Background: an optimization exercise with open tools, aiming at small area, a short achievable clock period and few clock cycles per item. Do not read the settings as production practice.
RTL that was checked went through simulation tests only; none was proved equivalent to the original.
The RTL of run 5 was laid out without a check of its function.
The clock port is modelled as an ideal driver; clocking choices that lean on that would not hold on a real chip.

$ cat design/flow/design.v
package aes_encr_pkg;
  localparam int NUM_ROUNDS = 10;
  function automatic logic [7:0] xtime(input logic [7:0] b);
    xtime = {b[6:0], 1'b0} ^ (b[7] ? 8'h1b : 8'h00);
  endfunction
  function automatic logic [7:0] sbox(input logic [7:0] x);
    logic U0, U1, U2, U3, U4, U5, U6, U7, T1, T2, T3, T4, T5, T6, T7, T8, T9, T10, T11, T12, T13, T14, T15, T16, T17, T18, T19, T20, T21, T22, T23, T24, T25, T26, T27, M1, M2, M3, M4, M5, M6, M7, M8, M9, M10, M11, M12, M13, M14, M15, M16, M17, M18, M19, M20, M21, M22, M23, M24, M25, M26, M27, M28, M29, M30, M31, M32, M33, M34, M35, M36, M37, M38, M39, M40, M41, M42, M43, M44, M45, M46, M47, M48, M49, M50, M51, M52, M53, M54, M55, M56, M57, M58, M59, M60, M61, M62, M63, L0, L1, L2, L3, L4, L5, L6, L7, L8, L9, L10, L11, L12, L13, L14, L15, L16, L17, L18, L19, L20, L21, L22, L23, L24, L25, L26, L27, L28, L29, S0, S1, S2, S3, S4, S5, S6, S7;
    {U0, U1, U2, U3, U4, U5, U6, U7} = x;
    T1 = U0 ^ U3;
    T2 = U0 ^ U5;
    T3 = U0 ^ U6;
    T4 = U3 ^ U5;
    T5 = U4 ^ U6;
    T6 = T1 ^ T5;
    T7 = U1 ^ U2;
    T8 = U7 ^ T6;
    T9 = U7 ^ T7;
    T10 = T6 ^ T7;
    T11 = U1 ^ U5;
    T12 = U2 ^ U5;
    T13 = T3 ^ T4;
    T14 = T6 ^ T11;
    T15 = T5 ^ T11;
    T16 = T5 ^ T12;
    T17 = T9 ^ T16;
    T18 = U3 ^ U7;
    T19 = T7 ^ T18;
    T20 = T1 ^ T19;
    T21 = U6 ^ U7;
    T22 = T7 ^ T21;
    T23 = T2 ^ T22;
    T24 = T2 ^ T10;
    T25 = T20 ^ T17;
    T26 = T3 ^ T16;
    T27 = T1 ^ T12;
    M1 = T13 & T6;
    M2 = T23 & T8;
    M3 = T14 ^ M1;
    M4 = T19 & U7;
    M5 = M4 ^ M1;
    M6 = T3 & T16;
    M7 = T22 & T9;
    M8 = T26 ^ M6;
    M9 = T20 & T17;
    M10 = M9 ^ M6;
    M11 = T1 & T15;
    M12 = T4 & T27;
    M13 = M12 ^ M11;
    M14 = T2 & T10;
    M15 = M14 ^ M11;
    M16 = M3 ^ M2;
    M17 = M5 ^ T24;
    M18 = M8 ^ M7;
    M19 = M10 ^ M15;
    M20 = M16 ^ M13;
    M21 = M17 ^ M15;
    M22 = M18 ^ M13;
    M23 = M19 ^ T25;
    M24 = M22 ^ M23;
    M25 = M22 & M20;
    M26 = M21 ^ M25;
    M27 = M20 ^ M21;
    M28 = M23 ^ M25;
    M29 = M28 & M27;
    M30 = M26 & M24;
    M31 = M20 & M23;
    M32 = M27 & M31;
    M33 = M27 ^ M25;
    M34 = M21 & M22;
    M35 = M24 & M34;
    M36 = M24 ^ M25;
    M37 = M21 ^ M29;
    M38 = M32 ^ M33;
    M39 = M23 ^ M30;
    M40 = M35 ^ M36;
    M41 = M38 ^ M40;
    M42 = M37 ^ M39;
    M43 = M37 ^ M38;
    M44 = M39 ^ M40;
    M45 = M42 ^ M41;
    M46 = M44 & T6;
    M47 = M40 & T8;
    M48 = M39 & U7;
    M49 = M43 & T16;
    M50 = M38 & T9;
    M51 = M37 & T17;
    M52 = M42 & T15;
    M53 = M45 & T27;
    M54 = M41 & T10;
    M55 = M44 & T13;
    M56 = M40 & T23;
    M57 = M39 & T19;
    M58 = M43 & T3;
    M59 = M38 & T22;
    M60 = M37 & T20;
    M61 = M42 & T1;
    M62 = M45 & T4;
    M63 = M41 & T2;
    L0 = M61 ^ M62;
    L1 = M50 ^ M56;
    L2 = M46 ^ M48;
    L3 = M47 ^ M55;
    L4 = M54 ^ M58;
    L5 = M49 ^ M61;
    L6 = M62 ^ L5;
    L7 = M46 ^ L3;
    L8 = M51 ^ M59;
    L9 = M52 ^ M53;
    L10 = M53 ^ L4;
    L11 = M60 ^ L2;
    L12 = M48 ^ M51;
    L13 = M50 ^ L0;
    L14 = M52 ^ M61;
    L15 = M55 ^ L1;
    L16 = M56 ^ L0;
    L17 = M57 ^ L1;
    L18 = M58 ^ L8;
    L19 = M63 ^ L4;
    L20 = L0 ^ L1;
    L21 = L1 ^ L7;
    L22 = L3 ^ L12;
    L23 = L18 ^ L2;
    L24 = L15 ^ L9;
    L25 = L6 ^ L10;
    L26 = L7 ^ L9;
    L27 = L8 ^ L10;
    L28 = L11 ^ L14;
    L29 = L11 ^ L17;
    S0 = L6 ^ L24;
    S1 = ~(L16 ^ L26);
    S2 = ~(L19 ^ L28);
    S3 = L6 ^ L21;
    S4 = L20 ^ L22;
    S5 = L25 ^ L29;
    S6 = ~(L13 ^ L27);
    S7 = ~(L6 ^ L23);
    sbox = {S0, S1, S2, S3, S4, S5, S6, S7};
  endfunction
  function automatic logic [7:0] rcon_of(input logic [3:0] rnd);
    case (rnd)
      4'd1:    rcon_of = 8'h01;
      4'd2:    rcon_of = 8'h02;
      4'd3:    rcon_of = 8'h04;
      4'd4:    rcon_of = 8'h08;
      4'd5:    rcon_of = 8'h10;
      4'd6:    rcon_of = 8'h20;
      4'd7:    rcon_of = 8'h40;
      4'd8:    rcon_of = 8'h80;
      4'd9:    rcon_of = 8'h1b;
      4'd10:   rcon_of = 8'h36;
      default: rcon_of = 8'h00;
    endcase
  endfunction
  function automatic logic [31:0] sub_rot_word(input logic [31:0] w);
    sub_rot_word = {sbox(w[23:16]), sbox(w[15:8]), sbox(w[7:0]), sbox(w[31:24])};
  endfunction
  function automatic logic [127:0] sub_bytes(input logic [127:0] s);
    logic [127:0] o;
    for (int i = 0; i < 16; i++) o[127-8*i -: 8] = sbox(s[127-8*i -: 8]);
    sub_bytes = o;
  endfunction
  function automatic logic [127:0] shift_rows(input logic [127:0] s);
    logic [127:0] o;
    for (int c = 0; c < 4; c++)
      for (int r = 0; r < 4; r++)
        o[127-8*(r+4*c) -: 8] = s[127-8*(r+4*((c+r)%4)) -: 8];
    shift_rows = o;
  endfunction
  function automatic logic [127:0] mix_columns(input logic [127:0] s);
    logic [127:0] o;
    logic [7:0] a0, a1, a2, a3, d0, d1, d2, d3;
    for (int c = 0; c < 4; c++) begin
      a0 = s[127-32*c -: 8];
      a1 = s[119-32*c -: 8];
      a2 = s[111-32*c -: 8];
      a3 = s[103-32*c -: 8];
      d0 = a0 ^ a1;
      d1 = a1 ^ a2;
      d2 = a2 ^ a3;
      d3 = a3 ^ a0;
      o[127-32*c -: 8] = xtime(d0) ^ a1 ^ d2;
      o[119-32*c -: 8] = xtime(d1) ^ a2 ^ d3;
      o[111-32*c -: 8] = xtime(d2) ^ a3 ^ d0;
      o[103-32*c -: 8] = xtime(d3) ^ a0 ^ d1;
    end
    mix_columns = o;
  endfunction
endpackage
module aes128_key_expand_step
(
  input  logic [127:0] rk,
  input  logic [31:0]  temp,
  output logic [127:0] rk_next
);
  logic [31:0] w0, w1, w2, w3;
  logic [31:0] n0, n1, n2, n3;
  always_comb begin
    w0   = rk[127:96];
    w1   = rk[95:64];
    w2   = rk[63:32];
    w3   = rk[31:0];
    n0   = w0 ^ temp;
    n1   = w1 ^ n0;
    n2   = w2 ^ n1;
    n3   = w3 ^ n2;
    rk_next = {n0, n1, n2, n3};
  end
endmodule
module aes128_encr_round_ctrl
#(
  parameter int NUM_ROUNDS = 10,
  parameter int RCNT_W     = 4
) (
  input  logic              clk,
  input  logic              rst,
  input  logic              in_valid,
  output logic              in_ready,
  input  logic [127:0]      plaintext,
  input  logic [127:0]      key,
  output logic              out_valid,
  input  logic              out_ready,
  output logic [127:0]      ciphertext
);
  if (NUM_ROUNDS != 10) begin : g_bad_rounds
    $error("aes128_encr_round_ctrl: NUM_ROUNDS must be 10 for AES-128");
  end
  if ((1 << RCNT_W) <= NUM_ROUNDS) begin : g_bad_rcnt_w
    $error("aes128_encr_round_ctrl: RCNT_W too narrow for NUM_ROUNDS");
  end
  localparam logic [7:0] RC_LAST = 8'h36;   
  logic [127:0]      st_reg, k_reg, m_reg, km_reg, out_reg;
  logic [127:0]      rk_m, m_next;
  logic [31:0]       t_reg, t_next;
  logic [7:0]        s_rc, m_rc;
  logic              s_vld, m_vld, m_last, m_cont, ov_q, ir_q;
  logic              nov_q, nir_q;   
  logic              stall, fin, acc;
  logic [7:0]        s_rc_d, m_rc_d;
  logic [127:0]      k_d;
  logic              s_vld_d, m_vld_d, m_last_d, m_cont_d, ov_d, stall_d, ir_d;
  assign t_next = aes_encr_pkg::sub_rot_word(k_reg[31:0]);
  assign m_next = aes_encr_pkg::shift_rows(aes_encr_pkg::sub_bytes(st_reg));
  aes128_key_expand_step u_key_expand (
    .rk      (km_reg),
    .temp    (t_reg ^ {m_rc, 24'h000000}),
    .rk_next (rk_m)
  );
  assign stall = m_vld & m_last & ~nov_q;
  assign fin   = m_vld & m_last & nov_q;
  assign acc   = in_valid & ~nir_q;
  assign k_d = m_cont ? rk_m : key;
  always_comb begin
    if (stall) begin
      m_vld_d  = m_vld;
      m_rc_d   = m_rc;
      m_last_d = m_last;
      m_cont_d = m_cont;
      s_vld_d  = s_vld;
      s_rc_d   = s_rc;
    end else begin
      m_vld_d  = s_vld;
      m_rc_d   = s_rc;
      m_last_d = (s_rc == RC_LAST);
      m_cont_d = s_vld & (s_rc != RC_LAST);
      if (m_cont) begin
        s_vld_d = 1'b1;
        s_rc_d  = aes_encr_pkg::xtime(m_rc);
      end else begin
        s_vld_d = acc;
        s_rc_d  = 8'h01;
      end
    end
    ov_d    = fin | (~nov_q & ~out_ready);
    stall_d = m_vld_d & m_last_d & ov_d;
    ir_d    = ~m_cont_d & ~stall_d & ~(s_vld_d & (s_rc_d == 8'h01));
  end
  always_ff @(posedge clk) begin
    if (rst) begin
      s_vld  <= 1'b0;
      m_vld  <= 1'b0;
      m_last <= 1'b0;
      m_cont <= 1'b0;
      ov_q   <= 1'b0;
      nov_q  <= 1'b1;
      ir_q   <= 1'b1;
      nir_q  <= 1'b0;
    end else begin
      s_vld  <= s_vld_d;
      m_vld  <= m_vld_d;
      m_last <= m_last_d;
      m_cont <= m_cont_d;
      ov_q   <= ov_d;
      nov_q  <= ~ov_d;
      ir_q   <= ir_d;
      nir_q  <= ~ir_d;
    end
  end
  always_ff @(posedge clk) begin
    s_rc <= s_rc_d;
    m_rc <= m_rc_d;
  end
  always_ff @(posedge clk) begin
    if (!stall) begin
      m_reg  <= m_next;
      km_reg <= k_reg;
      t_reg  <= t_next;
      k_reg  <= k_d;
      st_reg <= (m_cont ? aes_encr_pkg::mix_columns(m_reg) : plaintext) ^ k_d;
    end
    if (fin) out_reg <= m_reg ^ rk_m;
  end
  assign in_ready   = ir_q;
  assign out_valid  = ov_q;
  assign ciphertext = out_reg;
endmodule
$ cat design/flow/flow/run.sh
#!/bin/bash
# Standard ORFS layout, except:
#  - synthesis maps the logic with an area-oriented ABC script (flow/abc.script)
#    instead of ORFS's abc_speed.script; registers are mapped before ABC runs, so
#    they are the standard synthesis's;
#  - ports are buffered with buf_1 (outputs: buf_2) instead of the resizer's default choice
#    (clkdlybuf4s50_1, a delay cell);
#  - timing repair aims at the extra setup margin in flow/setup_margin.txt, if any;
#  - after global placement, the flip-flops that drive output ports are moved next
#    to their port buffers (flow/place_io_flops.tcl);
#  - after CTS, the clk port drives four root clock buffers, each driving a quarter
#    of the leaf clock buffers directly, in place of CTS's upper tree
#    (flow/clock_top.tcl);
#  - after CTS, the registers that capture the S-box stage (m_reg, t_reg) get their
#    clock through a delay cell and a buffer per leaf net (flow/skew_stage1.tcl): useful skew
#    between internal registers only.
set -euo pipefail
W=$PWD
export FLOW_ABC_SCRIPT=$W/flow/abc.script
sed 's|log_cmd abc {\*}$abc_args|log_cmd abc -script $::env(FLOW_ABC_SCRIPT) {*}[lrange $abc_args 2 end]|' \
  "$FLOW_HOME/scripts/synth.tcl" > "$W/synth_core.tcl"
grep -q FLOW_ABC_SCRIPT "$W/synth_core.tcl"
sed "s|source \$::env(SCRIPTS_DIR)/synth.tcl|source $W/synth_core.tcl|" synth_recipe.tcl > "$W/synth_abc.tcl"
grep -q synth_core.tcl "$W/synth_abc.tcl"
bash standard.sh synth SYNTH_SCRIPT="$W/synth_abc.tcl" > "$W/synth.log" 2>&1
EXTRA=(BUFFER_PORTS_ARGS="-buffer_cell sky130_fd_sc_hd__buf_1" CTS_CLUSTER_SIZE=25 CTS_CLUSTER_DIAMETER=100 CORE_UTILIZATION=75 PLACE_DENSITY=0.88 POST_GLOBAL_PLACE_TCL="$W/flow/place_io_flops.tcl" POST_CTS_TCL="$W/flow/post_cts.tcl")
if [[ -s flow/setup_margin.txt ]]; then
  EXTRA+=(SETUP_SLACK_MARGIN="$(cat flow/setup_margin.txt)")
fi
bash standard.sh finish "${EXTRA[@]}" > "$W/layout.log" 2>&1
$ cat design/flow/flow/abc.script
&get -n; &st; &synch2; &nf -R 1000; &put
$ cat design/flow/flow/clock_top.tcl
# Flatten the top of the clock tree: after CTS, the clk port drives four root clock
# buffers (one per quadrant of the leaf buffers), and each root drives the leaf clock
# buffers of its quadrant directly. The tree's upper buffers are removed.
set block [ord::get_db_block]
set portnet [[$block findBTerm clk] getNet]
set rootm [[ord::get_db] findMaster sky130_fd_sc_hd__clkbuf_16]
# clock buffers reachable from the port
set leaves {}
set uppers {}
set front [list $portnet]
while {[llength $front]} {
  set next {}
  foreach net $front {
    foreach it [$net getITerms] {
      if {![$it isInputSignal] && [[$it getMTerm] getName] ne "A"} { continue }
      set inst [$it getInst]
      set m [[$inst getMaster] getName]
      if {![string match "sky130_fd_sc_hd__clkbuf_*" $m]} { continue }
      set out [[$inst findITerm X] getNet]
      if {$out eq "NULL"} { continue }
      set isleaf 0
      foreach it2 [$out getITerms] {
        if {[[[$it2 getInst] getMaster] isSequential]} { set isleaf 1 }
      }
      if {$isleaf} { lappend leaves $inst } else { lappend uppers $inst; lappend next $out }
    }
  }
  set front $next
}
puts "flat: [llength $leaves] leaf buffers, [llength $uppers] upper buffers"
# median split into quadrants
set xs {}; set ys {}
foreach l $leaves { set p [$l getLocation]; lappend xs [lindex $p 0]; lappend ys [lindex $p 1] }
set mx [lindex [lsort -integer $xs] [expr {[llength $xs] / 2}]]
set my [lindex [lsort -integer $ys] [expr {[llength $ys] / 2}]]
array unset fgroups
array set fgroups {}
foreach l $leaves {
  set p [$l getLocation]
  lappend fgroups("[expr {[lindex $p 0] >= $mx}][expr {[lindex $p 1] >= $my}]") $l
}
# detach everything from the old upper tree
foreach l $leaves { [$l findITerm A] disconnect }
set upnets {}
foreach u $uppers {
  lappend upnets [[$u findITerm X] getNet]
  odb::dbInst_destroy $u
}
foreach out $upnets {
  # CTS's dummy loads (clock buffers with no output net) on the removed nets go too
  foreach it [$out getITerms] {
    set inst [$it getInst]
    set o [$inst getFirstOutput]
    if {$o eq "NULL" || [$o getNet] eq "NULL"} { odb::dbInst_destroy $inst }
  }
  if {[llength [$out getITerms]] != 0 || [llength [$out getBTerms]] != 0} {
    error "clock_top: net [$out getName] still has loads"
  }
  odb::dbNet_destroy $out
}
set i 0
foreach q [lsort [array names fgroups]] {
  set ls $fgroups($q)
  set sx 0; set sy 0
  foreach l $ls { set p [$l getLocation]; set sx [expr {$sx + [lindex $p 0]}]; set sy [expr {$sy + [lindex $p 1]}] }
  set n [llength $ls]
  set r [odb::dbInst_create $block $rootm "clkroot_$i"]
  $r setLocation [expr {int($sx / $n)}] [expr {int($sy / $n)}]
  $r setPlacementStatus PLACED
  set net [odb::dbNet_create $block "clknet_root_$i"]
  $net setSigType CLOCK
  [$r findITerm A] connect $portnet
  [$r findITerm X] connect $net
  foreach l $ls { [$l findITerm A] connect $net }
  puts "flat: root $i drives $n leaf buffers"
  incr i
}
detailed_placement
$ cat design/flow/flow/place_io_flops.tcl
# After global placement: make each output port's buffer a buf_2, move it to its pin
# and move the flip-flop that drives it onto it, so that both sit next to the pin.
# Detailed placement then legalizes them.
set block [ord::get_db_block]
set core [$block getCoreArea]
set moved 0
foreach bterm [$block getBTerms] {
  if {[$bterm getIoType] ne "OUTPUT"} { continue }
  set net [$bterm getNet]
  if {$net eq "NULL"} { continue }
  set buf ""
  foreach it [$net getITerms] {
    if {[$it isOutputSignal]} { set buf [$it getInst] }
  }
  if {$buf eq ""} { continue }
  set ff ""
  foreach it [$buf getITerms] {
    if {![$it isInputSignal]} { continue }
    set in_net [$it getNet]
    if {$in_net eq "NULL"} { continue }
    foreach it2 [$in_net getITerms] {
      if {[$it2 isOutputSignal]} { set ff [$it2 getInst] }
    }
  }
  if {$ff eq ""} { continue }
  if {![[$ff getMaster] isSequential]} { continue }
  replace_cell [$buf getName] sky130_fd_sc_hd__buf_2
  set pb [$bterm getBBox]
  set x [expr {min(max(([$pb xMin] + [$pb xMax]) / 2, [$core xMin]), [$core xMax] - 5000)}]
  set y [expr {min(max(([$pb yMin] + [$pb yMax]) / 2, [$core yMin]), [$core yMax] - 5000)}]
  $buf setLocation $x $y
  $ff setLocation $x $y
  incr moved
}
puts "place_io_flops: moved $moved output flip-flops next to their port buffers"
$ cat design/flow/flow/post_cts.tcl
# After CTS: flatten the top of the clock tree, then add the stage-1 useful skew.
set post_cts_dir [file dirname [info script]]
source $post_cts_dir/clock_top.tcl
source $post_cts_dir/skew_stage1.tcl
$ cat design/flow/flow/skew_stage1.tcl
# Useful skew for the stage-1 paths (S -> M): after CTS, the stage-1 result registers
# (m_reg, t_reg) on each leaf clock net are moved behind a clock delay cell and a clock
# buffer, so their clock arrives about 0.4 ns later than that of the other registers
# on the net.
# The stage-2 paths they launch have slack to spare. Registers at ports are not touched.
set block [ord::get_db_block]
set small [[ord::get_db] findMaster sky130_fd_sc_hd__clkbuf_4]
set big [[ord::get_db] findMaster sky130_fd_sc_hd__clkbuf_8]
set dly [[ord::get_db] findMaster sky130_fd_sc_hd__clkdlybuf4s25_1]
set nbuf 0
array unset sgroups
array set sgroups {}
foreach inst [$block getInsts] {
  if {![regexp {^(m_reg|t_reg)\\?\[} [$inst getName]]} { continue }
  set it [$inst findITerm CLK]
  lappend sgroups([[$it getNet] getName]) $it
}
foreach netname [array names sgroups] {
  set net [$block findNet $netname]
  set ms $sgroups($netname)
  if {[llength $ms] == 0} { continue }
  set sx 0; set sy 0
  foreach it $ms { set l [[$it getInst] getLocation]; set sx [expr {$sx + [lindex $l 0]}]; set sy [expr {$sy + [lindex $l 1]}] }
  set n [llength $ms]
  set master [expr {$n > 8 ? $big : $small}]
  set buf [odb::dbInst_create $block $master "mskew_buf_$nbuf"]
  $buf setLocation [expr {int($sx / $n)}] [expr {int($sy / $n)}]
  $buf setPlacementStatus PLACED
  set newnet [odb::dbNet_create $block "mskew_clk_$nbuf"]
  $newnet setSigType CLOCK
  set d [odb::dbInst_create $block $dly "mskew_dly_$nbuf"]
  $d setLocation [expr {int($sx / $n)}] [expr {int($sy / $n)}]
  $d setPlacementStatus PLACED
  set midnet [odb::dbNet_create $block "mskew_mid_$nbuf"]
  $midnet setSigType CLOCK
  [$d findITerm A] connect $net
  [$d findITerm X] connect $midnet
  [$buf findITerm A] connect $midnet
  [$buf findITerm X] connect $newnet
  foreach it $ms { $it disconnect; $it connect $newnet }
  incr nbuf
}
puts "mskew: inserted $nbuf clock buffers for stage-1 result registers"
detailed_placement
$ cat design/flow/standard.sh
#!/bin/bash
# synth_recipe.tcl (not shown) runs the flow's synth.tcl, then flattens the netlist and writes it again
# the make line also repeats each setting of config.mk as NAME=value (left out here)
make -C /OpenROAD-flow-scripts/flow DESIGN_CONFIG=/design/flow/config.mk WORK_HOME=/design/flow/orfs CLKGATE_MAP_FILE= SYNTH_SCRIPT=/design/flow/synth_recipe.tcl "${@:-finish}"
$ cat design/flow/config.mk
export PLATFORM = sky130hd
export DESIGN_NAME = aes128_encr_round_ctrl
export DESIGN_NICKNAME = aes128_encr_round_ctrl
export VERILOG_FILES = /design/flow/design.v
export SDC_FILE = /design/flow/constraint.sdc
export NUM_CORES = 8
export LEC_CHECK = 0
export CAP_MARGIN = 20
export CORE_MARGIN = 2
export CORE_UTILIZATION = 30
export SLEW_MARGIN = 20
$ cat design/flow/constraint.sdc
create_clock -name core_clock -period 20.0 [get_ports {clk}]
set_input_delay 4.0000 -clock core_clock [delete_from_list [all_inputs] [get_ports {clk}]]
set_output_delay 4.0000 -clock core_clock [all_outputs]
set_load 0.01 [all_outputs]
==> results of run 1 <==
through the flow:
step           setup WS, ns  instance area (µm²)  hold WS, ns  std cells
2_1_floorplan          4.28                48600        0.400       4396
3_5_place_dp          14.68                51500        0.405       5659
5_1_grt               14.69                52900        0.418       5759
3_3_place_gp          14.76                51300        0.400       5659
6_report              14.99                52900        0.403       5762
metal layers:
metal / vias up / track usage, % / wire length (µm)
met2: 2046 / 65.3 / 63800
met4: 4 / 25.9 / 10600
li1: 15500 / - / -
met5: - / 0 / 26
met3: 444 / 7.47 / 13400
met1: 16500 / 53.4 / 52700
worst max path at each step:
stage | cells past startpoint | startpoint | to
floorplan | 9 | m_last | nir_q
global placement | 8 | in_valid | ir_q
detailed placement | 8 | in_valid | ir_q
global route | 17 | st_reg[1] | m_reg[98]
finish | 17 | st_reg[61] | m_reg[63]
layout make-up, without the clock buffers:
cell class / count / share of cell area (%)
clock inverter: 8 / 0.147
timing repair buffer: 408 / 3.33
buffer: 56 / 1.14
tap: 855 / 2.02
multi-input combinational: 3642 / 52.3
sequential: 696 / 39.2
antenna: 4 / 0.0189
inverter: 58 / 0.425
layout by cell type (no fill, tap or decap), drive strengths merged, types with 16 or more instances in the layout:
| master | n |
|---|---|
| xnor2 | 1746 |
| edfxtp | 680 |
| xor2 | 618 |
| nor2 | 420 |
| buf | 408 |
| nand2 | 296 |
| a21oi | 180 |
| mux2i | 136 |
| clkbuf | 65 |
| clkinv | 64 |
| nor2b | 53 |
| ha | 40 |
| clkdlybuf4s25 | 26 |
| mux2 | 23 |
| nand2b | 23 |
| a22o | 16 |
| dfxtp | 16 |
logic make-up after synthesis:
| family | count (synthesis) |
|---|---|
| XOR/XNOR | 2366 |
| AND/OR/NAND/NOR | 817 |
| flip-flops | 696 |
| AO/OA/AOI/OAI | 260 |
| multiplexers | 159 |
| buffers and inverters | 58 |
| adder cells (fa/ha/maj) | 40 |
==> out/results.tsv, run 1 <==
metric	value	unit
status	timing/DRC/antenna clean	
syn_nets	4696	
Setup TNS	0	ns
Hold Path Class	flop to flop	
clk_skew	0.522	ns
maxcap violations	0	
nets@finish	5192	
ys async rst share	0	%
Synth Area in Simple Gates	6.80	%
Initial Util	75.7	%
final design utilization	82.4	%
Port Buffers	389	
Area contributors post-synth	edfxtp_1, xnor2_1, xor2_1	
Synth Instances	4396	
top post-synthesis cells by count	xnor2_1, edfxtp_1, xor2_1, nor2_1, nand2_1	
Mapped Area	0.0486	mm²
Pins Over Slew Limit	0	
Final setup viols	0	
vias per cell	5.98	
critical path cell sequence	xor2_1 -> xnor2_1 -> xnor2_1 -> clkinv_1 -> ha_1 -> xor2_1 -> xnor2_1 -> xnor2_1 -> xnor2_1 -> mux2i_1 -> xor2_1 -> xnor2_1 -> nand2b_1 -> xnor2_1 -> xnor2_1 -> xnor2_1 -> xnor2_1	
vias in the first global route	34200	
Synth Area per Inst	11.1	µm²
Die ar.	0.0669	mm²
Max FO, Critical Path	5	
antenna violations before repair	4	
CTS tree	built	
CP top delay family	XOR/XNOR gates	
# DRC	0	
r2r endpoint	m_reg[63]	
All-Layer GR Usage	41.4	%
worst r2r src	st_reg[61]	
Critical Path Most Common Cell	xnor2_1	
Final Critical Period	5.01	ns
DR vias	34400	
I/O pin count	390	
Post-Synth XOR/XNOR Area	42.7	%
WP data required	20.53	ns
Multi-input gate area	0.0277	mm²
Final Hold Viols	0	
Crit Path Class	flop to flop	
first-pass GRT wire length	206000	µm
slowest CP cell	xnor2_1	
Post-synth EDFFs	680	
mux share of post-synthesis cell area	3.33	%
Compound-Gate Fraction of Synth Area	3.04	%
TritonRoute pass-1 iters	6	
Distinct cells, synth	32	
unrepaired setup endpoints after global routing	false	
Yosys top cell area share	42.0	%
Max-slew headroom	18.2	%
critical path's largest stage delay	0.63	ns
Synth Area in Adders	1.03	%
CORE AREA	0.0642	mm²
final WL	141000	µm
crit path buf inv count	1	
clock sinks	696	
area grow syn2layout	8.91	%
YS warnings	2	
Worst-Margin Slew	1.22	ns
largest family of logic cells by synthesized area	XOR/XNOR gates	
CP startpoint kind	flop	
dpl hpwl	109000	µm
clk latency of the worst-skew pair	0.88	ns
Hold Crit Depth	0	
grt total ovfl	0	
clk slew on worst S/H paths	0.10	ns
Die W	259	µm
Reg area	0.0207	mm²
post-synth top area cell	edfxtp_1	
WP data arrival	5.54	ns
hold wc startpoint	k_reg[45]	
wire per inst	24.4	µm
Worst R2R Path Depth	17	
row count	93	
Seq/Total Area, Yosys	42.7	%
Final Cycle Share	25.0	%
largest net degree at the start of global routing	138	
Peak Freq	0.200	GHz
Die Y	259	µm
Main synth FF type	edfxtp_1	
DR iter-0 viols	4237	
layout cells sized above 1	4.47	%
cell with the most instances after synthesis	xnor2_1	
Worst Hold End	km_reg[45]	
# fillers	3806	
reg2reg setup slack	14.99	ns
final antenna-violating net count	0	
crit end category	flop	
FF+latch count, synth	696	
Testbench counts, summed over its fixed seeds: cycles 3,880, items 384.
==> run 2: changes to the inputs <==
--- a/design/flow/flow/run.sh
+++ b/design/flow/flow/run.sh
@@ -24,5 +24,5 @@
 grep -q synth_core.tcl "$W/synth_abc.tcl"
 bash standard.sh synth SYNTH_SCRIPT="$W/synth_abc.tcl" > "$W/synth.log" 2>&1
-EXTRA=(BUFFER_PORTS_ARGS="-buffer_cell sky130_fd_sc_hd__buf_1" CTS_CLUSTER_SIZE=25 CTS_CLUSTER_DIAMETER=100 CORE_UTILIZATION=75 PLACE_DENSITY=0.88 POST_GLOBAL_PLACE_TCL="$W/flow/place_io_flops.tcl" POST_CTS_TCL="$W/flow/post_cts.tcl")
+EXTRA=(BUFFER_PORTS_ARGS="-buffer_cell sky130_fd_sc_hd__buf_1" CTS_CLUSTER_SIZE=25 CTS_CLUSTER_DIAMETER=100 CORE_UTILIZATION=65 PLACE_DENSITY=0.8 POST_GLOBAL_PLACE_TCL="$W/flow/place_io_flops.tcl" POST_CTS_TCL="$W/flow/post_cts.tcl")
 if [[ -s flow/setup_margin.txt ]]; then
   EXTRA+=(SETUP_SLACK_MARGIN="$(cat flow/setup_margin.txt)")
==> out/results.tsv, run 2 <==
metric	value	unit	change
Final setup viols	0		unchanged
# fillers	5480		+44%
clk_skew	0.490	ns	-0.0318 ns
Final Hold Viols	0		unchanged
DR vias	32700		-4.9%
Mapped Area	0.0486	mm²	unchanged
Max-slew headroom	17.4	%	-0.85 points
ys async rst share	0	%	unchanged
nets@finish	5187		-0.096%
Main synth FF type	edfxtp_1		
WP data required	16.00	ns	-4.53 ns
WHS	0.390	ns	-0.0127 ns
cell with the most instances after synthesis	xnor2_1		
CP top delay family	flip-flops		
WP data arrival	0.97	ns	-4.57 ns
Worst R2R Path Depth	16		-1
Post-Synth XOR/XNOR Area	42.7	%	unchanged
TritonRoute pass-1 iters	6		unchanged
CORE AREA	0.0742	mm²	+16%
crit end category	output pin		
Yosys top cell area share	42.0	%	unchanged
Hold Path Class	flop to flop		
first-pass GRT wire length	198000	µm	-4.1%
Pins Over Slew Limit	0		unchanged
dpl hpwl	107000	µm	-1.8%
largest family of logic cells by synthesized area	XOR/XNOR gates		
DR iter-0 viols	3091		-27%
most common cell after layout, fill and taps aside	xnor2_1		
CP startpoint	out_reg[13]		
post-synth top area cell	edfxtp_1		
critical path's largest stage delay	0.42	ns	-0.21 ns
CTS tree	built		
antenna violations before repair	9		+5
largest net degree at the start of global routing	144		+4.3%
vias in the first global route	32500		-5.0%
grt total ovfl	0		unchanged
Seq/Total Area, Yosys	42.7	%	unchanged
Post-synth EDFFs	680		unchanged
Synth Area in Adders	1.03	%	unchanged
CP Depth	1		-16
reg2reg setup slack	15.19	ns	+0.20 ns
clk slew on worst S/H paths	0.10	ns	about the same
layout cells sized above 1	4.49	%	+0.024 points
unrepaired setup endpoints after global routing	false		
CP startpoint kind	flop		
# DRC	0		unchanged
Setup TNS	0	ns	unchanged
Max FO, Critical Path	1		-4
Reg area	0.0207	mm²	unchanged
FF+latch count, synth	696		unchanged
pre-CTS setup slack	14.77	ns	+0.0804 ns
most frequent cells in the layout	xnor2_1, edfxtp_1, xor2_1		
Synth Area per Inst	11.1	µm²	unchanged
CP endpoint	ciphertext[13]		
Worst-Margin Slew	1.23	ns	+0.0127 ns
critical path cell sequence	buf_2		
Synth Area in Simple Gates	6.80	%	unchanged
syn_nets	4696		unchanged
Peak Freq	0.201	GHz	+0.81%
final design utilization	71.5	%	-11 points
Area contributors post-synth	edfxtp_1, xnor2_1, xor2_1		
Final Cycle Share	24.8	%	-0.20 points
Die Y	277	µm	+7.3%
final WL	135000	µm	-4.2%
Multi-input gate area	0.0277	mm²	about the same
wire per inst	22.9	µm	-6.1%
Synth Instances	4396		unchanged
top post-synthesis cells by count	xnor2_1, edfxtp_1, xor2_1, nor2_1, nand2_1		
final antenna-violating net count	0		unchanged
final instance area	0.0531	mm²	+0.22%
Distinct cells, synth	32		unchanged
Crit Path Class	flop to output pin		
clk latency of the worst-skew pair	0.84	ns	-0.04 ns
YS warnings	2		unchanged
Die W	277	µm	+7.3%
crit path buf inv count	1		unchanged
worst r2r src	st_reg[31]		
area grow syn2layout	9.14	%	
r2r endpoint	m_reg[31]		
All-Layer GR Usage	34.5	%	-7.0 points
status	timing/DRC/antenna clean		
clock sinks	696		unchanged
Port Buffers	389		unchanged
slowest CP cell	edfxtp_1		
Placed Area	0.0516	mm²	+0.23%
Initial Util	65.5	%	-10 points
vias per cell	5.57		-6.7%
mux share of post-synthesis cell area	3.33	%	unchanged
Die ar.	0.0770	mm²	+15%
maxcap violations	0		unchanged
Worst Setup Slack, final	15.03	ns	+0.0400 ns
Compound-Gate Fraction of Synth Area	3.04	%	unchanged
Final Critical Period	4.97	ns	-0.0400 ns
row count	100		+7.5%
I/O pin count	390		unchanged
[run 2: logic make-up (layout without fill, tap and decap cells)]
group                      Yosys count  in the layout
buffers and inverters               58            561
adders and majority gates           40             40
AOI/OAI and AO/OA                  260            260
and+or+nand+nor                    817            817
xor gates and xnor gates          2366           2366
DFF                                696            696
other                                0              7
muxes                              159            159
[run 2: worst min-delay path by stage]
| stage | start | slack [ns] | cells past startpoint | to |
|---|---|---|---|---|
| 6_report | k_reg[67] | 0.39 | 0 | km_reg[67] |
| 5_1_grt | k_reg[67] | 0.40 | 0 | km_reg[67] |
| 3_5_place_dp | k_reg[115] | 0.40 | 0 | km_reg[115] |
| 3_3_place_gp | k_reg[52] | 0.40 | 0 | km_reg[52] |
| 2_1_floorplan | k_reg[100] | 0.40 | 0 | km_reg[100] |
[run 2: through the flow]
step | cells
final | 5875
after global routing | 5873
after detailed placement | 5768
after global placement | 5768
after floorplan | 4396
[run 2: cell type report, without the clock buffers]
type / instances / area share [%]
antenna: 7 / 0.0330
buffer: 56 / 1.11
clock inverter: 10 / 0.137
inverter: 58 / 0.424
multi-input combinational: 3642 / 52.2
sequential: 696 / 39.1
tap: 969 / 2.29
timing repair buffer: 403 / 3.28
[run 2: worst register-to-register path, stage by stage (launching register included)]
cell      delay (ns)
edfxtp_1        0.49
xnor2_1         0.46
xnor2_1         0.26
xor2_1          0.24
ha_1            0.25
xnor2_1         0.28
xnor2_1         0.17
xor2_1          0.43
xnor2_1         0.20
mux2i_1         0.43
xor2_1          0.34
xor2_1          0.22
nor2_1          0.10
xnor2_1         0.31
xnor2_1         0.21
xnor2_1         0.42
xnor2_1         0.12
[run 2: routing by layer]
metal | vias up | GRT usage (%) | share of wire [%]
met1 | 15600 | 46.4 | 41
met2 | 1418 | 55.3 | 46
li1 | 15400 | - | -
met4 | 6 | 15.3 | 5.0
met3 | 233 | 5.52 | 7.6
met5 | - | 0 | 0.035
==> run 3: changes to the inputs <==
--- a/design/flow/design.v
+++ b/design/flow/design.v
@@ -190,5 +190,4 @@
 (
   input  logic [127:0] rk,
-  input  logic [31:0]  temp,
   output logic [127:0] rk_next
 );
@@ -200,5 +199,5 @@
     w2   = rk[63:32];
     w3   = rk[31:0];
-    n0   = w0 ^ temp;
+    n0   = w0;
     n1   = w1 ^ n0;
     n2   = w2 ^ n1;
@@ -231,5 +230,5 @@
   logic [127:0]      st_reg, k_reg, m_reg, km_reg, out_reg;
   logic [127:0]      rk_m, m_next;
-  logic [31:0]       t_reg, t_next;
+  logic [31:0]       w0_next;
   logic [7:0]        s_rc, m_rc;
   logic              s_vld, m_vld, m_last, m_cont, ov_q, ir_q;
@@ -239,9 +238,8 @@
   logic [127:0]      k_d;
   logic              s_vld_d, m_vld_d, m_last_d, m_cont_d, ov_d, stall_d, ir_d;
-  assign t_next = aes_encr_pkg::sub_rot_word(k_reg[31:0]);
+  assign w0_next = k_reg[127:96] ^ {s_rc, 24'h000000} ^ aes_encr_pkg::sub_rot_word(k_reg[31:0]);
   assign m_next = aes_encr_pkg::shift_rows(aes_encr_pkg::sub_bytes(st_reg));
   aes128_key_expand_step u_key_expand (
     .rk      (km_reg),
-    .temp    (t_reg ^ {m_rc, 24'h000000}),
     .rk_next (rk_m)
   );
@@ -303,6 +301,5 @@
     if (!stall) begin
       m_reg  <= m_next;
-      km_reg <= k_reg;
-      t_reg  <= t_next;
+      km_reg <= {w0_next, k_reg[95:0]};
       k_reg  <= k_d;
       st_reg <= (m_cont ? aes_encr_pkg::mix_columns(m_reg) : plaintext) ^ k_d;
--- a/design/flow/flow/run.sh
+++ b/design/flow/flow/run.sh
@@ -12,5 +12,5 @@
 #    of the leaf clock buffers directly, in place of CTS's upper tree
 #    (flow/clock_top.tcl);
-#  - after CTS, the registers that capture the S-box stage (m_reg, t_reg) get their
+#  - after CTS, the registers that capture the S-box stage (m_reg, km_reg[127:96]) get their
 #    clock through a delay cell and a buffer per leaf net (flow/skew_stage1.tcl): useful skew
 #    between internal registers only.
--- a/design/flow/flow/skew_stage1.tcl
+++ b/design/flow/flow/skew_stage1.tcl
@@ -1,6 +1,6 @@
 # Useful skew for the stage-1 paths (S -> M): after CTS, the stage-1 result registers
-# (m_reg, t_reg) on each leaf clock net are moved behind a clock delay cell and a clock
-# buffer, so their clock arrives about 0.4 ns later than that of the other registers
-# on the net.
+# (m_reg, and km_reg[127:96], which takes the key S-boxes) on each leaf clock net
+# are moved behind a clock delay cell and a clock buffer, so their clock arrives
+# about 0.4 ns later than that of the other registers on the net.
 # The stage-2 paths they launch have slack to spare. Registers at ports are not touched.
 set block [ord::get_db_block]
@@ -12,5 +12,7 @@
 array set sgroups {}
 foreach inst [$block getInsts] {
-  if {![regexp {^(m_reg|t_reg)\\?\[} [$inst getName]]} { continue }
+  set nm [$inst getName]
+  if {![regexp {^m_reg\\?\[} $nm] &&
+      !([regexp {^km_reg\\?\[([0-9]+)\\?\]} $nm -> bit] && $bit >= 96)} { continue }
   set it [$inst findITerm CLK]
   lappend sgroups([[$it getNet] getName]) $it
==> out/results.tsv, run 3 <==
metric	value	unit	change
Distinct cells, synth	35		+9.4%
most common cell after layout, fill and taps aside	xnor2_1		
syn_nets	4642		-1.1%
Final Hold Viols	0		unchanged
# fillers	5435		-0.82%
CORE AREA	0.0728	mm²	-1.8%
Die ar.	0.0756	mm²	-1.8%
Mapped Area	0.0477	mm²	-1.8%
crit path buf inv count	1		unchanged
slowest CP cell	edfxtp_1		
final design utilization	71.7	%	+0.20 points
first-pass GRT wire length	196000	µm	-1.0%
pre-CTS setup slack	14.80	ns	+0.0333 ns
row count	99		-1.0%
Synth Area per Inst	11.0	µm²	-0.61%
top post-synthesis cells by count	xnor2_1, edfxtp_1, xor2_1, nor2_1, nand2_1		
Final Cycle Share	24.7	%	-0.085 points
TritonRoute pass-1 iters	5		-1
unrepaired setup endpoints after global routing	false		
post-synth top area cell	edfxtp_1		
largest net degree at the start of global routing	169		+17%
Seq/Total Area, Yosys	41.4	%	-1.2 points
layout cells sized above 1	4.68	%	+0.19 points
Crit Path Class	flop to output pin		
Area contributors post-synth	edfxtp_1, xnor2_1, xor2_1		
Post-synth EDFFs	648		-4.7%
Final Critical Period	4.95	ns	-0.0170 ns
grt total ovfl	0		unchanged
I/O pin count	390		unchanged
CP top delay family	flip-flops		
All-Layer GR Usage	35.0	%	+0.56 points
CP startpoint kind	flop		
Hold Path Class	flop to flop		
# DRC	0		unchanged
Pins Over Slew Limit	0		unchanged
FF+latch count, synth	664		-4.6%
critical path's largest stage delay	0.40	ns	-0.02 ns
Max-slew headroom	15.4	%	-2.0 points
clk slew on worst S/H paths	0.09	ns	about the same
clk latency of the worst-skew pair	0.85	ns	about the same
DR vias	32700		-0.070%
Worst Setup Slack, final	15.05	ns	+0.0170 ns
crit end category	output pin		
Synth Instances	4342		-1.2%
clk_skew	0.495	ns	+0.00483 ns
Max FO, Critical Path	1		unchanged
cell with the most instances after synthesis	xnor2_1		
antenna violations before repair	5		-4
Setup TNS	0	ns	unchanged
vias per cell	5.63		+1.0%
vias in the first global route	32000		-1.5%
nets@finish	5140		-0.91%
critical path cell sequence	buf_2		
YS warnings	2		unchanged
Port Buffers	389		unchanged
Worst-Margin Slew	1.26	ns	+0.0292 ns
Yosys top cell area share	40.8	%	-1.2 points
DR iter-0 viols	3216		+4.0%
WP data arrival	0.95	ns	-0.02 ns
wire per inst	23.1	µm	+0.68%
final antenna-violating net count	0		unchanged
final WL	134000	µm	-0.40%
dpl hpwl	107000	µm	-0.69%
Main synth FF type	edfxtp_1		
Peak Freq	0.202	GHz	+0.34%
Final setup viols	0		unchanged
clock sinks	664		-4.6%
status	timing/DRC/antenna clean		
WP data required	16.00	ns	about the same
CTS tree	built		
Initial Util	65.5	%	about the same
maxcap violations	0		unchanged
most frequent cells in the layout	xnor2_1, edfxtp_1, xor2_1		
area grow syn2layout	9.44	%	
Die W	275	µm	-0.90%
Die Y	275	µm	-0.90%
ys async rst share	0	%	unchanged
-- run 3: path summary, 6_finish.rpt --
| check | from | end | slack, ns | cells past startpoint |
|---|---|---|---|---|
| worst max register to register | st_reg[42] | m_reg[108] | 15.07 | 16 |
| worst max-delay path | out_reg[112] | ciphertext[112] | 15.05 | 1 |
| worst min-delay path | k_reg[116] | km_reg[116] | 0.31 | 2 |
| worst min register to register | k_reg[116] | km_reg[116] | 0.31 | 2 |
-- run 3: cell families (layout without fill, tap and decap cells) --
family,count (synthesis),after routing,synth area share [%]
compound gates,223,223,2.63
xor+xnor,2364,2364,43.5
fa+ha+maj,40,40,1.05
buf+inv,56,566,0.440
flops,664,664,41.4
mux,180,180,3.90
other cells,0,1,0
simple gates,815,815,7.01
-- run 3: through the flow --
step           area (µm²)  instances  hold WS (ns)
3_5_place_dp        50700       5709         0.405
2_1_floorplan       47700       4342         0.400
3_3_place_gp        50600       5709         0.400
5_1_grt             52200       5811         0.340
6_report            52200       5812         0.314
-- run 3: cell type report, without the clock buffers --
class | count | area [µm²] | share of cell area (%)
diodes | 1 | 2.50 | 0.00479
plain buffers | 58 | 604 | 1.16
clock inverters | 11 | 118 | 0.225
inverters | 56 | 218 | 0.417
multi-input cells | 3622 | 27800 | 53.2
flip-flops and latches | 664 | 19800 | 37.9
well taps | 959 | 1200 | 2.30
repair buffers | 408 | 1780 | 3.40
-- run 3: metal layers --
metal  share of wire [%]  GRT usage [%]  vias to the layer above  wire length [µm]
met5              0.0090              0                        -                12
met3                 7.3           4.39                      227              9730
li1                    -              -                    15300                 -
met2                  45           55.0                     1315             60200
met1                  43           48.6                    15900             57000
met4                 5.3           16.5                        2              7060
-- run 3: tightest hold or removal path: stages, from the launching register on --
cell,delay (ns)
edfxtp_1,0.38
xnor2_1,0.10
xnor2_1,0.15
Testbench counts of run 3, summed over its fixed seeds: cycles 3,880, items 384.
==> run 4: changes to the inputs <==
--- a/design/flow/flow/skew_stage1.tcl
+++ b/design/flow/flow/skew_stage1.tcl
@@ -2,10 +2,12 @@
 # (m_reg, and km_reg[127:96], which takes the key S-boxes) on each leaf clock net
 # are moved behind a clock delay cell and a clock buffer, so their clock arrives
-# about 0.4 ns later than that of the other registers on the net.
+# later than that of the other registers on the net: about 0.65 ns for m_reg and
+# 0.4 ns for km_reg (whose first word also has short paths from k_reg).
 # The stage-2 paths they launch have slack to spare. Registers at ports are not touched.
 set block [ord::get_db_block]
 set small [[ord::get_db] findMaster sky130_fd_sc_hd__clkbuf_4]
 set big [[ord::get_db] findMaster sky130_fd_sc_hd__clkbuf_8]
-set dly [[ord::get_db] findMaster sky130_fd_sc_hd__clkdlybuf4s25_1]
+set dly_m [[ord::get_db] findMaster sky130_fd_sc_hd__clkdlybuf4s50_1]
+set dly_k [[ord::get_db] findMaster sky130_fd_sc_hd__clkdlybuf4s25_1]
 set nbuf 0
 array unset sgroups
@@ -16,14 +18,17 @@
       !([regexp {^km_reg\\?\[([0-9]+)\\?\]} $nm -> bit] && $bit >= 96)} { continue }
   set it [$inst findITerm CLK]
-  lappend sgroups([[$it getNet] getName]) $it
+  set kind [expr {[string match "k*" $nm] ? "k" : "m"}]
+  lappend sgroups([[$it getNet] getName]/$kind) $it
 }
-foreach netname [array names sgroups] {
+foreach key [array names sgroups] {
+  lassign [split $key /] netname kind
   set net [$block findNet $netname]
-  set ms $sgroups($netname)
+  set ms $sgroups($key)
+  set dly [expr {$kind eq "k" ? $dly_k : $dly_m}]
   if {[llength $ms] == 0} { continue }
   set sx 0; set sy 0
   foreach it $ms { set l [[$it getInst] getLocation]; set sx [expr {$sx + [lindex $l 0]}]; set sy [expr {$sy + [lindex $l 1]}] }
   set n [llength $ms]
-  set master [expr {$n > 8 ? $big : $small}]
+  set master [expr {$n > 6 ? $big : $small}]
   set buf [odb::dbInst_create $block $master "mskew_buf_$nbuf"]
   $buf setLocation [expr {int($sx / $n)}] [expr {int($sy / $n)}]
==> out/results.tsv, run 4 <==
metric	value	unit	change
clk_skew	0.709	ns	+0.214 ns
wire length on met3	9900	µm	+1.7%
# DRC	0		unchanged
first-pass GRT wire length	196000	µm	about the same
Max-slew headroom	16.2	%	+0.79 points
final WL	134000	µm	+0.17%
Synth Area in Simple Gates	7.01	%	unchanged
pre-CTS setup slack	14.80	ns	unchanged
Mapped Area	0.0477	mm²	unchanged
clk latency of the worst-skew pair	1.07	ns	+0.22 ns
Crit Path Class	flop to output pin		
CORE AREA	0.0728	mm²	unchanged
clock sinks	664		unchanged
unrepaired setup endpoints after global routing	false		
Post-synth EDFFs	648		unchanged
critical path cell sequence	buf_2		
Pins Over Slew Limit	0		unchanged
status	timing/DRC/antenna clean		
CP startpoint kind	flop		
final instance area	0.0523	mm²	+0.16%
Port Buffers	389		unchanged
Seq/Total Area, Yosys	41.4	%	unchanged
mux share of post-synthesis cell area	3.90	%	unchanged
Max FO, Critical Path	1		unchanged
Area contributors post-synth	edfxtp_1, xnor2_1, xor2_1		
largest family of logic cells by synthesized area	XOR/XNOR gates		
YS warnings	2		unchanged
met1 wire length	56900	µm	-0.24%
Initial Util	65.5	%	unchanged
cell with the most instances after synthesis	xnor2_1		
Synth Area per Inst	11.0	µm²	unchanged
maxcap violations	0		unchanged
Final setup viols	0		unchanged
nets@finish	5146		+0.12%
top post-synthesis cells by count	xnor2_1, edfxtp_1, xor2_1, nor2_1, nand2_1		
crit end category	output pin		
largest net degree at the start of global routing	169		unchanged
# fillers	5421		-0.26%
All-Layer GR Usage	35.0	%	about the same
slowest CP cell	edfxtp_1		
DR vias	32700		+0.058%
Yosys top cell area share	40.8	%	unchanged
Main synth FF type	edfxtp_1		
WP data required	16.00	ns	about the same
area grow syn2layout	9.61	%	
wire per inst	23.1	µm	about the same
Post-Synth XOR/XNOR Area	43.5	%	unchanged
Die ar.	0.0756	mm²	unchanged
grt total ovfl	0		unchanged
Reg area	0.0198	mm²	unchanged
Top Metal Used	met5		
Hold Path Class	flop to flop		
final antenna-violating net count	0		unchanged
FF+latch count, synth	664		unchanged
Multi-input gate area	0.0278	mm²	unchanged
Die W	275	µm	unchanged
Worst Setup Slack, final	15.04	ns	-0.00750 ns
clk slew on worst S/H paths	0.10	ns	about the same
CTS tree	built		
vias in the first global route	32000		+0.13%
ys async rst share	0	%	unchanged
Distinct cells, synth	35		unchanged
row count	99		unchanged
post-synth top area cell	edfxtp_1		
Peak Freq	0.202	GHz	-0.15%
Worst-Margin Slew	1.25	ns	-0.0118 ns
vias per cell	5.63		about the same
critical path's largest stage delay	0.40	ns	about the same
Final Hold Viols	0		unchanged
Final Critical Period	4.96	ns	+0.00750 ns
I/O pin count	390		unchanged
most common cell after layout, fill and taps aside	xnor2_1		
layout cells sized above 1	4.73	%	+0.056 points
Final Cycle Share	24.8	%	+0.037 points
wire length on met2	60500	µm	+0.41%
syn_nets	4642		unchanged
DR iter-0 viols	3280		+2.0%
Synth Area in Adders	1.05	%	unchanged
Placed Area	0.0507	mm²	unchanged
Die Y	275	µm	unchanged
crit path buf inv count	1		unchanged
WP data arrival	0.96	ns	about the same
TritonRoute pass-1 iters	6		+1
Synth Instances	4342		unchanged
Setup TNS	0	ns	unchanged
dpl hpwl	107000	µm	unchanged
CP top delay family	flip-flops		
Compound-Gate Fraction of Synth Area	2.63	%	unchanged
most frequent cells in the layout	xnor2_1, edfxtp_1, xor2_1		
antenna violations before repair	5		unchanged
run 4: area by class of cell, without the clock buffers:
type	instances	area share, %
multi-input combinational	3622	53.1
sequential	664	37.8
timing repair buffer	408	3.40
tap	959	2.29
buffer	64	1.32
inverter	56	0.416
clock inverter	11	0.225
antenna	1	0.00478
run 4: through the flow:
stage                     hold WS [ns]  cells  util (%)
after global routing             0.335   5817      71.8
final                            0.278   5818      71.8
after floorplan                  0.400   4342         -
after detailed placement         0.405   5709      69.6
after global placement           0.400   5709      69.4
run 4: kinds of logic (layout without fill, tap and decap cells):
family	count (synthesis)	count (layout)
AO/OA/AOI/OAI	223	223
XOR/XNOR	2364	2364
adder cells (fa/ha/maj)	40	40
buffers and inverters	56	572
flip-flops	664	664
multiplexers	180	180
other	0	1
AND/OR/NAND/NOR	815	815
run 4: worst paths after layout:
kind	from	endpoint	slack, ns	cells after the start
setup / recovery	out_reg[112]	ciphertext[112]	15.04	1
hold / removal	st_reg[57]	m_reg[57]	0.28	3
setup reg to reg	k_reg[31]	km_reg[100]	15.16	17
hold reg to reg	st_reg[57]	m_reg[57]	0.28	3
run 4: routing by layer:
metal	track usage (%)	up-vias
met1	48.6	15800
met5	0	-
met2	55.0	1399
met3	4.36	235
met4	16.6	2
li1	-	15300
run 4: worst reg2reg max path, delay by kind of cell, from the launching register on:
kind | cells | cell delay [ns]
DFF | 1 | 0.60
adders and majority gates | 1 | 0.24
and+or+nand+nor | 1 | 0.09
buffers and inverters | 1 | 0.15
muxes | 1 | 0.31
xor gates and xnor gates | 13 | 3.61
==> run 5: changes to the inputs <==
--- a/design/flow/design.v
+++ b/design/flow/design.v
@@ -138,17 +138,12 @@
   endfunction
   function automatic logic [7:0] rcon_of(input logic [3:0] rnd);
-    case (rnd)
-      4'd1:    rcon_of = 8'h01;
-      4'd2:    rcon_of = 8'h02;
-      4'd3:    rcon_of = 8'h04;
-      4'd4:    rcon_of = 8'h08;
-      4'd5:    rcon_of = 8'h10;
-      4'd6:    rcon_of = 8'h20;
-      4'd7:    rcon_of = 8'h40;
-      4'd8:    rcon_of = 8'h80;
-      4'd9:    rcon_of = 8'h1b;
-      4'd10:   rcon_of = 8'h36;
-      default: rcon_of = 8'h00;
-    endcase
+    rcon_of[0] = (rnd == 4'd1) | (rnd == 4'd9);
+    rcon_of[1] = (rnd == 4'd2) | (rnd == 4'd9) | (rnd == 4'd10);
+    rcon_of[2] = (rnd == 4'd3) | (rnd == 4'd10);
+    rcon_of[3] = (rnd == 4'd4) | (rnd == 4'd9);
+    rcon_of[4] = (rnd == 4'd5) | (rnd == 4'd9) | (rnd == 4'd10);
+    rcon_of[5] = (rnd == 4'd6) | (rnd == 4'd10);
+    rcon_of[6] = (rnd == 4'd7);
+    rcon_of[7] = (rnd == 4'd8);
   endfunction
   function automatic logic [31:0] sub_rot_word(input logic [31:0] w);
@@ -227,16 +222,16 @@
     $error("aes128_encr_round_ctrl: RCNT_W too narrow for NUM_ROUNDS");
   end
-  localparam logic [7:0] RC_LAST = 8'h36;   
+  localparam logic [RCNT_W-1:0] LAST_RND = RCNT_W'(NUM_ROUNDS);
   logic [127:0]      st_reg, k_reg, m_reg, km_reg, out_reg;
   logic [127:0]      rk_m, m_next;
   logic [31:0]       w0_next;
-  logic [7:0]        s_rc, m_rc;
+  logic [RCNT_W-1:0] s_nr, m_nr;
   logic              s_vld, m_vld, m_last, m_cont, ov_q, ir_q;
   logic              nov_q, nir_q;   
   logic              stall, fin, acc;
-  logic [7:0]        s_rc_d, m_rc_d;
+  logic [RCNT_W-1:0] s_nr_d, m_nr_d;
   logic [127:0]      k_d;
   logic              s_vld_d, m_vld_d, m_last_d, m_cont_d, ov_d, stall_d, ir_d;
-  assign w0_next = k_reg[127:96] ^ {s_rc, 24'h000000} ^ aes_encr_pkg::sub_rot_word(k_reg[31:0]);
+  assign w0_next = k_reg[127:96] ^ {aes_encr_pkg::rcon_of(4'(s_nr)), 24'h000000} ^ aes_encr_pkg::sub_rot_word(k_reg[31:0]);
   assign m_next = aes_encr_pkg::shift_rows(aes_encr_pkg::sub_bytes(st_reg));
   aes128_key_expand_step u_key_expand (
@@ -251,25 +246,25 @@
     if (stall) begin
       m_vld_d  = m_vld;
-      m_rc_d   = m_rc;
+      m_nr_d   = m_nr;
       m_last_d = m_last;
       m_cont_d = m_cont;
       s_vld_d  = s_vld;
-      s_rc_d   = s_rc;
+      s_nr_d   = s_nr;
     end else begin
       m_vld_d  = s_vld;
-      m_rc_d   = s_rc;
-      m_last_d = (s_rc == RC_LAST);
-      m_cont_d = s_vld & (s_rc != RC_LAST);
+      m_nr_d   = s_nr;
+      m_last_d = (s_nr == LAST_RND);
+      m_cont_d = s_vld & (s_nr != LAST_RND);
       if (m_cont) begin
         s_vld_d = 1'b1;
-        s_rc_d  = aes_encr_pkg::xtime(m_rc);
+        s_nr_d  = m_nr + RCNT_W'(1);
       end else begin
         s_vld_d = acc;
-        s_rc_d  = 8'h01;
+        s_nr_d  = RCNT_W'(1);
       end
     end
     ov_d    = fin | (~nov_q & ~out_ready);
     stall_d = m_vld_d & m_last_d & ov_d;
-    ir_d    = ~m_cont_d & ~stall_d & ~(s_vld_d & (s_rc_d == 8'h01));
+    ir_d    = ~m_cont_d & ~stall_d & ~(s_vld_d & (s_nr_d == RCNT_W'(1)));
   end
   always_ff @(posedge clk) begin
@@ -295,6 +290,6 @@
   end
   always_ff @(posedge clk) begin
-    s_rc <= s_rc_d;
-    m_rc <= m_rc_d;
+    s_nr <= s_nr_d;
+    m_nr <= m_nr_d;
   end
   always_ff @(posedge clk) begin
==> out/results.tsv, run 5 <==
metric	value	unit	change
status	timing/DRC/antenna clean		
I/O pin count	390		unchanged
syn_nets	4624		-0.39%
Post-Synth XOR/XNOR Area	43.7	%	+0.18 points
final WL	136000	µm	+1.2%
Synth Instances	4323		-0.44%
r2r endpoint	km_reg[122]		
unrepaired setup endpoints after global routing	false		
maxcap violations	0		unchanged
DR vias	32800		+0.14%
CORE AREA	0.0727	mm²	-0.17%
first-pass GRT wire length	198000	µm	+0.82%
Synth Area per Inst	11.0	µm²	about the same
Area contributors post-synth	edfxtp_1, xnor2_1, xor2_1		
Die W	274	µm	-0.21%
YS warnings	2		unchanged
CTS tree	built		
WP data arrival	5.79	ns	+4.83 ns
DP Cell Count	5691		-0.32%
TritonRoute pass-1 iters	6		unchanged
Die ar.	0.0753	mm²	-0.41%
nets@finish	5131		-0.29%
Peak Freq	0.191	GHz	-5.4%
top post-synthesis cells by count	xnor2_1, xor2_1, edfxtp_1, nor2_1, nand2_1		
reg2reg setup slack	14.76	ns	-0.40 ns
Mapped Area	0.0475	mm²	-0.42%
largest net degree at the start of global routing	156		-7.7%
Final Hold Viols	0		unchanged
Pins Over Slew Limit	0		unchanged
clk_skew	0.712	ns	+0.00213 ns
Final setup viols	0		unchanged
crit end category	flop		
mux share of post-synthesis cell area	3.95	%	+0.056 points
n_diodes	0		-1
WHS	0.325	ns	+0.0462 ns
Worst R2R Path Depth	18		+1
Hold Path Class	flop to flop		
Synth Area in Simple Gates	6.95	%	-0.057 points
Crit Path Class	flop to flop		
most common cell after layout, fill and taps aside	xnor2_1		
layout cells sized above 1	4.67	%	-0.064 points
clk slew on worst S/H paths	0.10	ns	about the same
Synth Area in Adders	1.08	%	+0.031 points
WP data required	20.55	ns	+4.55 ns
Initial Util	65.4	%	-0.17 points
post-synth top area cell	edfxtp_1		
CP startpoint kind	flop		
vias in the first global route	32200		+0.52%
Port Buffers	389		unchanged
Final Instance Count excl. Fillers	5798		-0.34%
# DRC	0		unchanged
dpl hpwl	108000	µm	+1.1%
Setup TNS	0	ns	unchanged
final antenna-violating net count	0		unchanged
area grow syn2layout	9.64	%	about the same
Distinct cells, synth	33		-5.7%
antenna violations before repair	1		-4
worst r2r src	k_reg[23]		
Die Y	274	µm	-0.21%
Max FO, Critical Path	7		+6
FF+latch count, synth	656		-1.2%
met1 usage	49.0	%	+0.43 points
vias per cell	5.65		+0.49%
DR iter-0 viols	3447		+5.1%
Seq/Total Area, Yosys	41.2	%	-0.25 points
Final Cycle Share	26.2	%	+1.4 points
Compound-Gate Fraction of Synth Area	2.67	%	+0.037 points
Hold Crit Depth	2		-1
Max-slew headroom	23.4	%	+7.2 points
Final Critical Period	5.24	ns	+0.284 ns
Worst Hold End	km_reg[120]		
most frequent cells in the layout	xnor2_1, xor2_1, edfxtp_1		
cell with the most instances after synthesis	xnor2_1		
largest family of logic cells by synthesized area	XOR/XNOR gates		
clk latency of the worst-skew pair	1.07	ns	about the same
hold wc startpoint	k_reg[120]		
wire per inst	23.4	µm	+1.6%
row count	99		unchanged
grt total ovfl	0		unchanged
Worst-Margin Slew	1.14	ns	-0.107 ns
met2 Use GR	57.5	%	+2.6 points
All-Layer GR Usage	35.5	%	+0.50 points
clock sinks	656		-1.2%
Yosys top cell area share	40.7	%	-0.080 points
Post-synth EDFFs	644		-0.62%
Main synth FF type	edfxtp_1		
ys async rst share	0	%	unchanged
GRT busiest layer	met2		
met3 GRT Util	3.37	%	-0.99 points
## run 5: cell types whose count changed after synthesis, sizes merged, moves of 5 or more
cell,change
xor2,+11
nor2,+5
xnor2,-11
nand2,-20
nand2b,+8
## run 5: worst max-delay path by stage
stage,from,end,slack (ns),cells past startpoint
2_1_floorplan,m_last,k_reg[0],5.68,3
3_3_place_gp,k_reg[23],km_reg[122],14.44,18
3_5_place_dp,k_reg[23],km_reg[122],14.34,18
5_1_grt,k_reg[23],km_reg[122],14.30,18
6_report,k_reg[23],km_reg[122],14.76,18
## run 5: final cells by class, without the clock buffers
| type | count | area [µm²] |
|---|---|---|
| Buffer | 66 | 706 |
| Clock inverter | 7 | 85.1 |
| Inverter | 55 | 214 |
| Fill cell | 5377 | 20600 |
| Tap cell | 959 | 1200 |
| Timing Repair Buffer | 410 | 1810 |
| Sequential cell | 656 | 19600 |
| Multi-Input combinational cell | 3612 | 27700 |
## run 5: critical path: stages (launching register included)
cell and delay [ns]:
edfxtp_1 0.51, xor2_1 0.51, xnor2_1 0.27, xnor2_1 0.32
ha_1 0.29, xnor2_1 0.19, xnor2_1 0.15, xor2_1 0.49
nor2_1 0.16, o21ai_0 0.57, xor2_1 0.30, xor2_1 0.21
nand2b_1 0.09, xnor2_1 0.36, xor2_1 0.18, xnor2_1 0.38
xnor2_1 0.15, xnor2_1 0.15, xnor2_1 0.13
## run 5: per-stage QoR
stage	setup WS, ns	utilization [%]	instance area, µm²
5_1_grt	14.30	71.7	52100
6_report	14.76	71.7	52100
3_5_place_dp	14.34	69.5	50500
3_3_place_gp	14.44	69.3	50400
2_1_floorplan	5.68	-	47500
## run 5: cell families after synthesis
group | after synthesis
AO/OA/AOI/OAI | 224
XOR/XNOR | 2364
adder cells (fa/ha/maj) | 41
buffers and inverters | 55
flip-flops | 656
multiplexers | 182
AND/OR/NAND/NOR | 801
## run 5: metal layers
metal  vias to the layer above  part of all wire [%]
li1                      15200                     -
met1                     15800                    42
met2                      1503                    46
met3                       226                   7.4
met4                         2                   4.6
met5                         -                0.0096

==> static timing again, ports no longer ideal <==
How much do the figures lean on ideal ports? The routed layouts below were timed once more, with nothing changed but the port constraints.
Step 1 (the two cells are an assumption about what drives the block):
set clk [get_ports {clk}]
set_driving_cell -lib_cell sky130_fd_sc_hd__clkbuf_16 $clk
set_driving_cell -lib_cell sky130_fd_sc_hd__buf_2 [delete_from_list [all_inputs] $clk]
Step 2, shift: input delay + t, output delay - t, t = (earliest + latest rising clock arrival at the registers) / 2. This alone moves slack from input paths to output paths.
a / b / c = ideal / step 1 / step 2; a / b = the first two.
run	t (ns)	setup WS [ns]	clock arrival spread, ns
run 1	0.759	14.994 / 14.866 / 14.420	0.524 / 0.523
run 2	0.740	15.034 / 14.887 / 14.573	0.492 / 0.491
run 3	0.752	15.051 / 14.903 / 14.581	0.497 / 0.497
run 4	0.864	15.043 / 14.894 / 14.472	0.720 / 0.720
run 5	0.857	14.759 / 14.759 / 14.554	0.713 / 0.712
Clock arrivals are far apart in every run listed, so t is only a midpoint there and step 2 fits no single register. For run 1, which loses most, drivers alone change the setup slack by -0.128 ns; drivers and shift together by -0.574 ns.
